This design comes from an exercise in tuning for small area and a short achievable clock period on the open sky130 flow, not from production work.
The RTL was checked by simulation tests, not by an equivalence proof against the original design.

==> job 8725 <==
==> flow/design.v <==
module multiport_regfile #(
  parameter int DATA_BITS = 32,
  parameter int ADDR_BITS = 5,
  parameter int REG_SIZE  = 32,
  parameter int BYPASS    = 1,
  parameter int ZERO_REG  = 1
) (
  input  logic                 CLK,
  input  logic                 rst,
  input  logic [ADDR_BITS-1:0] Read_reg1,
  input  logic [ADDR_BITS-1:0] Read_reg2,
  output logic [DATA_BITS-1:0] Read_data1,
  output logic [DATA_BITS-1:0] Read_data2,
  output logic                 Read_busy1,
  output logic                 Read_busy2,
  input  logic                 Write_enable0,
  input  logic                 Write_enable1,
  input  logic [ADDR_BITS-1:0] Write_reg0,
  input  logic [ADDR_BITS-1:0] Write_reg1,
  input  logic [DATA_BITS-1:0] Write_data0,
  input  logic [DATA_BITS-1:0] Write_data1,
  input  logic                 Issue_enable,
  input  logic [ADDR_BITS-1:0] Issue_reg
);
  localparam int NREG = 32;
  logic [NREG-1:1][DATA_BITS-1:0] regs_q;
  logic [NREG-1:1]                valid_q;
  logic [NREG-1:1]                busy_q;
  logic [NREG-1:1] w0_hit, w1_hit, is_hit;
  always_comb begin
    for (int i = 1; i < NREG; i++) begin
      w0_hit[i] = Write_enable0 && (Write_reg0 == ADDR_BITS'(i));
      w1_hit[i] = Write_enable1 && (Write_reg1 == ADDR_BITS'(i));
      is_hit[i] = Issue_enable  && (Issue_reg  == ADDR_BITS'(i));
    end
  end
  logic [NREG-1:1][DATA_BITS-1:0] regs_d;
  always_comb begin
    for (int i = 1; i < NREG; i++) begin
      logic s1, s0, h;
      s1 = w1_hit[i];
      s0 = w0_hit[i] & ~w1_hit[i];
      h  = ~(w0_hit[i] | w1_hit[i]);
      regs_d[i] = ({DATA_BITS{s1}} & Write_data1) |
                  ({DATA_BITS{s0}} & Write_data0) |
                  ({DATA_BITS{h}}  & regs_q[i]);
    end
  end
  always_ff @(posedge CLK) regs_q <= regs_d;
  always_ff @(posedge CLK or posedge rst) begin
    if (rst) begin
      valid_q <= '0;
      busy_q  <= '0;
    end else begin
      valid_q <= valid_q | w0_hit | w1_hit;
      busy_q  <= (busy_q & ~(w0_hit | w1_hit)) | is_hit;
    end
  end
  logic [1:0][ADDR_BITS-1:0] raddr;
  logic [1:0][DATA_BITS-1:0] rdata_d, rdata_q;
  logic [1:0]                rbusy_d, rbusy_q;
  assign raddr[0] = Read_reg1;
  assign raddr[1] = Read_reg2;
  always_comb begin
    for (int p = 0; p < 2; p++) begin
      logic [NREG-1:1] rsel;
      logic            nz, bp0, bp1, bpi;
      logic [DATA_BITS-1:0] stored;
      logic            sbusy;
      nz  = (raddr[p] != '0);
      bp1 = nz && Write_enable1 && (Write_reg1 == raddr[p]);
      bp0 = nz && Write_enable0 && (Write_reg0 == raddr[p]);
      bpi = nz && Issue_enable  && (Issue_reg  == raddr[p]);
      stored = '0;
      sbusy  = 1'b0;
      for (int i = 1; i < NREG; i++) begin
        rsel[i] = (raddr[p] == ADDR_BITS'(i));
        stored  = stored | ({DATA_BITS{rsel[i] & valid_q[i]}} & regs_q[i]);
        sbusy   = sbusy | (rsel[i] & busy_q[i]);
      end
      rdata_d[p] = bp1 ? Write_data1 : bp0 ? Write_data0 : stored;
      rbusy_d[p] = bpi | (sbusy & ~bp0 & ~bp1);
    end
  end
  always_ff @(posedge CLK or posedge rst) begin
    if (rst) begin
      rdata_q <= '0;
      rbusy_q <= '0;
    end else begin
      rdata_q <= rdata_d;
      rbusy_q <= rbusy_d;
    end
  end
  assign Read_data1 = rdata_q[0];
  assign Read_data2 = rdata_q[1];
  assign Read_busy1 = rbusy_q[0];
  assign Read_busy2 = rbusy_q[1];
endmodule
==> flow/run.sh <==
#!/bin/bash
# synth_recipe.tcl (not shown) runs the flow's synth.tcl, then flattens the netlist and writes it again
# the make line also repeats each setting of config.mk as NAME=value (left out here)
make -C /OpenROAD-flow-scripts/flow DESIGN_CONFIG=/design/flow/config.mk WORK_HOME=/design/flow/orfs CLKGATE_MAP_FILE= SYNTH_SCRIPT=/design/flow/synth_recipe.tcl finish
==> flow/config.mk <==
export PLATFORM = sky130hd
export DESIGN_NAME = multiport_regfile
export DESIGN_NICKNAME = multiport_regfile
export VERILOG_FILES = /design/flow/design.v
export SDC_FILE = /design/flow/constraint.sdc
export NUM_CORES = 4
export LEC_CHECK = 0
export CAP_MARGIN = 20
export CORE_MARGIN = 2
export CORE_UTILIZATION = 30
export PLACE_DENSITY = 0.35
export SETUP_SLACK_MARGIN = 1.5
export SLEW_MARGIN = 20
==> flow/constraint.sdc <==
create_clock -name core_clock -period 4.4 [get_ports {CLK}]
set_input_delay 0.8800 -clock core_clock [delete_from_list [all_inputs] [get_ports {CLK}]]
set_output_delay 0.8800 -clock core_clock [all_outputs]
set_load 0.01 [all_outputs]
==> inputs of job 2974, as changes to job 8725 <==
==> flow/design.v, changed modules only <==
module multiport_regfile #(
  parameter int DATA_BITS = 32,
  parameter int ADDR_BITS = 5,
  parameter int REG_SIZE  = 32,
  parameter int BYPASS    = 1,
  parameter int ZERO_REG  = 1
) (
  input  logic                 CLK,
  input  logic                 rst,
  input  logic [ADDR_BITS-1:0] Read_reg1,
  input  logic [ADDR_BITS-1:0] Read_reg2,
  output logic [DATA_BITS-1:0] Read_data1,
  output logic [DATA_BITS-1:0] Read_data2,
  output logic                 Read_busy1,
  output logic                 Read_busy2,
  input  logic                 Write_enable0,
  input  logic                 Write_enable1,
  input  logic [ADDR_BITS-1:0] Write_reg0,
  input  logic [ADDR_BITS-1:0] Write_reg1,
  input  logic [DATA_BITS-1:0] Write_data0,
  input  logic [DATA_BITS-1:0] Write_data1,
  input  logic                 Issue_enable,
  input  logic [ADDR_BITS-1:0] Issue_reg
);
  logic [REG_SIZE-1:0][DATA_BITS-1:0] regs_q;
  logic [REG_SIZE-1:0][DATA_BITS-1:0] regs_d;
  logic [REG_SIZE-1:0]                busy_q;
  logic [REG_SIZE-1:0]                busy_d;
  logic [1:0][ADDR_BITS-1:0] raddr;
  logic [1:0][DATA_BITS-1:0] rdata_q;
  logic [1:0][DATA_BITS-1:0] rdata_d;
  logic [1:0]                rbusy_q;
  logic [1:0]                rbusy_d;
  function automatic logic rd_ok(input logic [ADDR_BITS-1:0] a);
    logic in_range;
    logic is_zero;
    in_range = {1'b0, a} < (ADDR_BITS+1)'(REG_SIZE);
    is_zero  = (ZERO_REG != 0) && (a == '0);
    rd_ok = in_range && !is_zero;
  endfunction
  always_comb begin
    regs_d = regs_q;
    busy_d = busy_q;
    for (int i = 0; i < REG_SIZE; i++) begin
      if (!((ZERO_REG != 0) && (i == 0))) begin
        if (Write_enable0 && (Write_reg0 == ADDR_BITS'(i))) begin
          regs_d[i] = Write_data0;
          busy_d[i] = 1'b0;
        end
        if (Write_enable1 && (Write_reg1 == ADDR_BITS'(i))) begin
          regs_d[i] = Write_data1;
          busy_d[i] = 1'b0;
        end
        if (Issue_enable && (Issue_reg == ADDR_BITS'(i))) begin
          busy_d[i] = 1'b1;
        end
      end
    end
  end
  assign raddr[0] = Read_reg1;
  assign raddr[1] = Read_reg2;
  always_comb begin
    for (int p = 0; p < 2; p++) begin
      rdata_d[p] = '0;
      rbusy_d[p] = 1'b0;
      if (rd_ok(raddr[p])) begin
        if (BYPASS != 0) begin
          rdata_d[p] = regs_d[raddr[p]];
          rbusy_d[p] = busy_d[raddr[p]];
        end else begin
          rdata_d[p] = regs_q[raddr[p]];
          rbusy_d[p] = busy_q[raddr[p]];
        end
      end
    end
  end
  always_ff @(posedge CLK or posedge rst) begin
    if (rst) begin
      regs_q  <= '0;
      busy_q  <= '0;
      rdata_q <= '0;
      rbusy_q <= '0;
    end else begin
      regs_q  <= regs_d;
      busy_q  <= busy_d;
      rdata_q <= rdata_d;
      rbusy_q <= rbusy_d;
    end
  end
  assign Read_data1 = rdata_q[0];
  assign Read_data2 = rdata_q[1];
  assign Read_busy1 = rbusy_q[0];
  assign Read_busy2 = rbusy_q[1];
endmodule
--- a/flow/config.mk
+++ b/flow/config.mk
@@ -10,4 +10,3 @@
 export CORE_UTILIZATION = 30
 export PLACE_DENSITY = 0.35
-export SETUP_SLACK_MARGIN = 1.5
 export SLEW_MARGIN = 20
==> inputs of job 359, as changes to job 8725 <==
==> flow/design.v, changed modules only <==
module multiport_regfile #(
  parameter int DATA_BITS = 32,
  parameter int ADDR_BITS = 5,
  parameter int REG_SIZE  = 32,
  parameter int BYPASS    = 1,
  parameter int ZERO_REG  = 1
) (
  input  logic                 CLK,
  input  logic                 rst,
  input  logic [ADDR_BITS-1:0] Read_reg1,
  input  logic [ADDR_BITS-1:0] Read_reg2,
  output logic [DATA_BITS-1:0] Read_data1,
  output logic [DATA_BITS-1:0] Read_data2,
  output logic                 Read_busy1,
  output logic                 Read_busy2,
  input  logic                 Write_enable0,
  input  logic                 Write_enable1,
  input  logic [ADDR_BITS-1:0] Write_reg0,
  input  logic [ADDR_BITS-1:0] Write_reg1,
  input  logic [DATA_BITS-1:0] Write_data0,
  input  logic [DATA_BITS-1:0] Write_data1,
  input  logic                 Issue_enable,
  input  logic [ADDR_BITS-1:0] Issue_reg
);
  localparam int NREG = 32;
  logic [NREG-1:1][DATA_BITS-1:0] regs_q;
  logic [NREG-1:1]                valid_q;
  logic [NREG-1:1]                busy_q;
  logic [NREG-1:1] w0_hit, w1_hit, is_hit;
  always_comb begin
    for (int i = 1; i < NREG; i++) begin
      w0_hit[i] = Write_enable0 && (Write_reg0 == ADDR_BITS'(i));
      w1_hit[i] = Write_enable1 && (Write_reg1 == ADDR_BITS'(i));
      is_hit[i] = Issue_enable  && (Issue_reg  == ADDR_BITS'(i));
    end
  end
  for (genvar i = 1; i < NREG; i++) begin : g_word
    logic s1, s0, h;
    assign s1 = w1_hit[i];
    assign s0 = w0_hit[i] & ~w1_hit[i];
    assign h  = ~(w0_hit[i] | w1_hit[i]);
    rf_word #(.W(DATA_BITS)) u_word (
      .CLK(CLK), .s0(s0), .s1(s1), .h(h),
      .d0(Write_data0), .d1(Write_data1), .q(regs_q[i])
    );
  end
  always_ff @(posedge CLK or posedge rst) begin
    if (rst) begin
      valid_q <= '0;
      busy_q  <= '0;
    end else begin
      valid_q <= valid_q | w0_hit | w1_hit;
      busy_q  <= (busy_q & ~(w0_hit | w1_hit)) | is_hit;
    end
  end
  logic [1:0][ADDR_BITS-1:0] raddr;
  logic [1:0][DATA_BITS-1:0] rdata_d, rdata_q;
  logic [1:0]                rbusy_d, rbusy_q;
  assign raddr[0] = Read_reg1;
  assign raddr[1] = Read_reg2;
  for (genvar p = 0; p < 2; p++) begin : g_rd
    logic                 nz, bp0, bp1, bpi;
    logic [NREG-1:1]      rsel, dsel;
    logic                 sbusy;
    assign nz  = (raddr[p] != '0);
    assign bp1 = nz && Write_enable1 && (Write_reg1 == raddr[p]);
    assign bp0 = nz && Write_enable0 && (Write_reg0 == raddr[p]);
    assign bpi = nz && Issue_enable  && (Issue_reg  == raddr[p]);
    always_comb begin
      for (int i = 1; i < NREG; i++)
        rsel[i] = (raddr[p] == ADDR_BITS'(i));
    end
    assign dsel  = rsel & valid_q;
    assign sbusy = |(rsel & busy_q);
    logic                 sw1, sw0, bp;
    logic [DATA_BITS-1:0] byp_n;
    logic [1:0][DATA_BITS-1:0] half_n;
    assign sw1 = bp1;
    assign sw0 = bp0 & ~bp1;
    assign bp  = bp0 | bp1;
    rf_aoi22 #(.W(DATA_BITS)) u_byp (
      .s0(sw1), .d0(Write_data1), .s1(sw0), .d1(Write_data0), .y(byp_n)
    );
    rf_rtree #(.W(DATA_BITS)) u_tree (
      .sel(dsel), .d(regs_q), .y(half_n)
    );
    rf_rlast #(.W(DATA_BITS)) u_last (
      .byp_n(byp_n), .bp(bp), .h0_n(half_n[0]), .h1_n(half_n[1]),
      .q(rdata_d[p])
    );
    assign rbusy_d[p] = bpi | (sbusy & ~bp0 & ~bp1);
  end
  always_ff @(posedge CLK or posedge rst) begin
    if (rst) begin
      rdata_q <= '0;
      rbusy_q <= '0;
    end else begin
      rdata_q <= rdata_d;
      rbusy_q <= rbusy_d;
    end
  end
  assign Read_data1 = rdata_q[0];
  assign Read_data2 = rdata_q[1];
  assign Read_busy1 = rbusy_q[0];
  assign Read_busy2 = rbusy_q[1];
endmodule
module rf_word #(
  parameter int W = 32
) (
  input  logic         CLK,
  input  logic         s0,
  input  logic         s1,
  input  logic         h,
  input  logic [W-1:0] d0,
  input  logic [W-1:0] d1,
  output logic [W-1:0] q
);
  always_ff @(posedge CLK)
    q <= ({W{s1}} & d1) | ({W{s0}} & d0) | ({W{h}} & q);
endmodule
module rf_rtree #(
  parameter int W = 32
) (
  input  logic [30:0]        sel,
  input  logic [30:0][W-1:0] d,
  output logic [1:0][W-1:0]  y
);
  logic [15:0][W-1:0] n1;    
  logic [3:0][W-1:0]  z2;    
  for (genvar k = 0; k < 15; k++) begin : g_pair
    rf_aoi22 #(.W(W)) u_pair (
      .s0(sel[2*k]), .d0(d[2*k]), .s1(sel[2*k+1]), .d1(d[2*k+1]), .y(n1[k])
    );
  end
  assign n1[15] = ~({W{sel[30]}} & d[30]);
  always_comb begin
    for (int j = 0; j < 4; j++)
      z2[j] = ~(n1[4*j] & n1[4*j+1] & n1[4*j+2] & n1[4*j+3]);
    y[0] = ~(z2[0] | z2[1]);
    y[1] = ~(z2[2] | z2[3]);
  end
endmodule
module rf_aoi22 #(
  parameter int W = 32
) (
  input  logic         s0,
  input  logic [W-1:0] d0,
  input  logic         s1,
  input  logic [W-1:0] d1,
  output logic [W-1:0] y
);
  assign y = ~(({W{s0}} & d0) | ({W{s1}} & d1));
endmodule
module rf_rlast #(
  parameter int W = 32
) (
  input  logic [W-1:0] byp_n,
  input  logic         bp,
  input  logic [W-1:0] h0_n,
  input  logic [W-1:0] h1_n,
  output logic [W-1:0] q
);
  assign q = ~((byp_n & {W{bp}}) | (byp_n & h0_n & h1_n));
endmodule
==> flow/flow/run.sh (new file) <==
#!/bin/bash
# Own layout flow: the standard flow (standard.sh) with
#  - plain buf_2 cells as port buffers instead of the default delay cell,
#  - clock-tree synthesis without dummy loads, clkbuf_8/16,
# Synthesis is the standard one, run unchanged first.
set -euo pipefail

bash standard.sh synth > synth.log 2>&1

export BUFFER_PORTS_ARGS="-buffer_cell sky130_fd_sc_hd__buf_2"
export CTS_ARGS="-sink_clustering_enable -repair_clock_nets -dont_use_dummy_load -root_buf sky130_fd_sc_hd__clkbuf_16 -buf_list {sky130_fd_sc_hd__clkbuf_8 sky130_fd_sc_hd__clkbuf_16}"

bash standard.sh finish > layout.log 2>&1
==> flow/standard.sh (new file) <==
#!/bin/bash
# synth_recipe.tcl (not shown) runs the flow's synth.tcl, then flattens the netlist and writes it again
# the make line also repeats each setting of config.mk as NAME=value (left out here)
make -C /OpenROAD-flow-scripts/flow DESIGN_CONFIG=/design/flow/config.mk WORK_HOME=/design/flow/orfs CLKGATE_MAP_FILE= SYNTH_SCRIPT=/design/flow/synth_recipe.tcl "${@:-finish}"
--- a/flow/config.mk
+++ b/flow/config.mk
@@ -8,6 +8,7 @@
 export CAP_MARGIN = 20
 export CORE_MARGIN = 2
-export CORE_UTILIZATION = 30
-export PLACE_DENSITY = 0.35
-export SETUP_SLACK_MARGIN = 1.5
+export CORE_UTILIZATION = 35
+export PLACE_DENSITY = 0.4
+export SETUP_SLACK_MARGIN = 2.1
 export SLEW_MARGIN = 20
+export SYNTH_HIERARCHICAL = 1
removed: flow/run.sh
==> flow_summary.ini <==
[yosys]
ys_top_cells_by_area = dfrtp_1 (40%), a31oi_1 (7.9%), o21ai_0 (6.7%)
synth-main-ff-cell = dfrtp_1
yosys_warnings = 1

[clock_tree]
cts.sinks = 1089

[setup_path]
r2r_end = rdata_q[24]
crit_chain = clkdlybuf4s50_1, buf_4, or4b_4, or2_4, buf_12, buf_4, a31oi_1, mux2i_1, o21ai_0, o31ai_1, nor4_1
r2r_cells = 5
cp-start-kind = input pin

[power_and_ir_drop]
total_power_w = 0.03915
p_int_w = 0.02490
pg_comb_w = 0.0129
clkPwrFrac_pct = 32.9

[global_route]
use_met2_pct = 66.72
grt_pass1_vias = 77990
use_met3_pct = 15.41

[layout]
multi_input_area_share_pct = 41.85
nClkBuffers = 229

[routing]
wl_per_cell_um = 48.85
firstDrtPassIters = 7

[run_status]
outcome = finished clean

[sta]
finalCritPeriodShare_pct = 93.49
-- figures above: job 2974

==> flow_summary.ini <==
[yosys]
synth-main-ff-cell = dfxtp_1
ys_top_cells_by_area = dfxtp_1 (36%), a222oi_1 (18%), a22oi_1 (14%)

[global_route]
grt_pass1_vias = 54470
use_met3_pct = 13.06

[run_status]
outcome = finished clean

[setup_path]
crit_chain = buf_12, buf_8, clkinvlp_4, nor3_4, buf_12, buf_8, and3_4, buf_12, a22oi_1, nand4_1, a211oi_4, a21o_1, nand2_1

[power_and_ir_drop]
p_int_w = 0.02059

[routing]
firstDrtPassIters = 14

[clock_tree]
cts.sinks = 1120

[layout]
multi_input_area_share_pct = 40.09
-- figures above: job 359

==> flow_summary.ini <==
[yosys]
ys_top_cells_by_area = dfxtp_1 (33%), mux2i_1 (17%), a22oi_1 (9.0%)
synth-main-ff-cell = dfxtp_1
yosys_warnings = 1

[power_and_ir_drop]
clkPwrFrac_pct = 35.8
p_int_w = 0.02320
total_power_w = 0.03552
pg_comb_w = 0.00599

[setup_path]
r2r_cells = 7
r2r_end = rdata_q[61]
crit_chain = and4bb_2, buf_4, a22oi_1, nand2_1, nor4_2, buf_4, a21oi_1

[run_status]
outcome = finished clean

[global_route]
use_met3_pct = 10.86
use_met2_pct = 61.06
grt_pass1_vias = 58520

[clock_tree]
cts.sinks = 1120

[layout]
multi_input_area_share_pct = 46.52
nClkBuffers = 229

[sta]
finalCritPeriodShare_pct = 68.20

[routing]
firstDrtPassIters = 10
wl_per_cell_um = 45.03
-- figures above: job 8725

-- afterwards: timing with drivers on the ports --
No port has a modelled driver above. Below, the same layouts with a new extraction and two added sets of constraints. Step 1 assumes that a clkbuf_16 drives the clock port and a buf_2 every other input. Step 2 also shifts input and output timing later by t, the mid clock arrival at the registers, as if the neighbouring blocks saw the same clock. a / b / c = ideal ports / drivers / drivers and shift; a / b = the first two.
| run | t, ns | slack for setup (ns) | worst hold slack (ns) | worst setup path after step 2 | latest minus earliest clock arrival (ns) |
|---|---|---|---|---|---|
| job 8725 | 0.922 | 1.399 / 1.399 / 0.539 | 0.504 / 0.504 / 0.504 | input to register | 0.038 / 0.038 |
| job 2974 | 0.943 | 0.287 / 0.359 / -0.583 | 0.523 / 0.448 / 0.549 | input to register | 0.035 / 0.035 |
| job 359 | 0.850 | 1.928 / 1.939 / 1.120 | 0.319 / 0.248 / 0.493 | input to register | 0.067 / 0.068 |
With both steps, setup timing fails in job 2974, where it was met with ideal ports. The setup slack of job 2974, which loses most, moves by +0.072 ns with the drivers and by -0.870 ns with both steps.
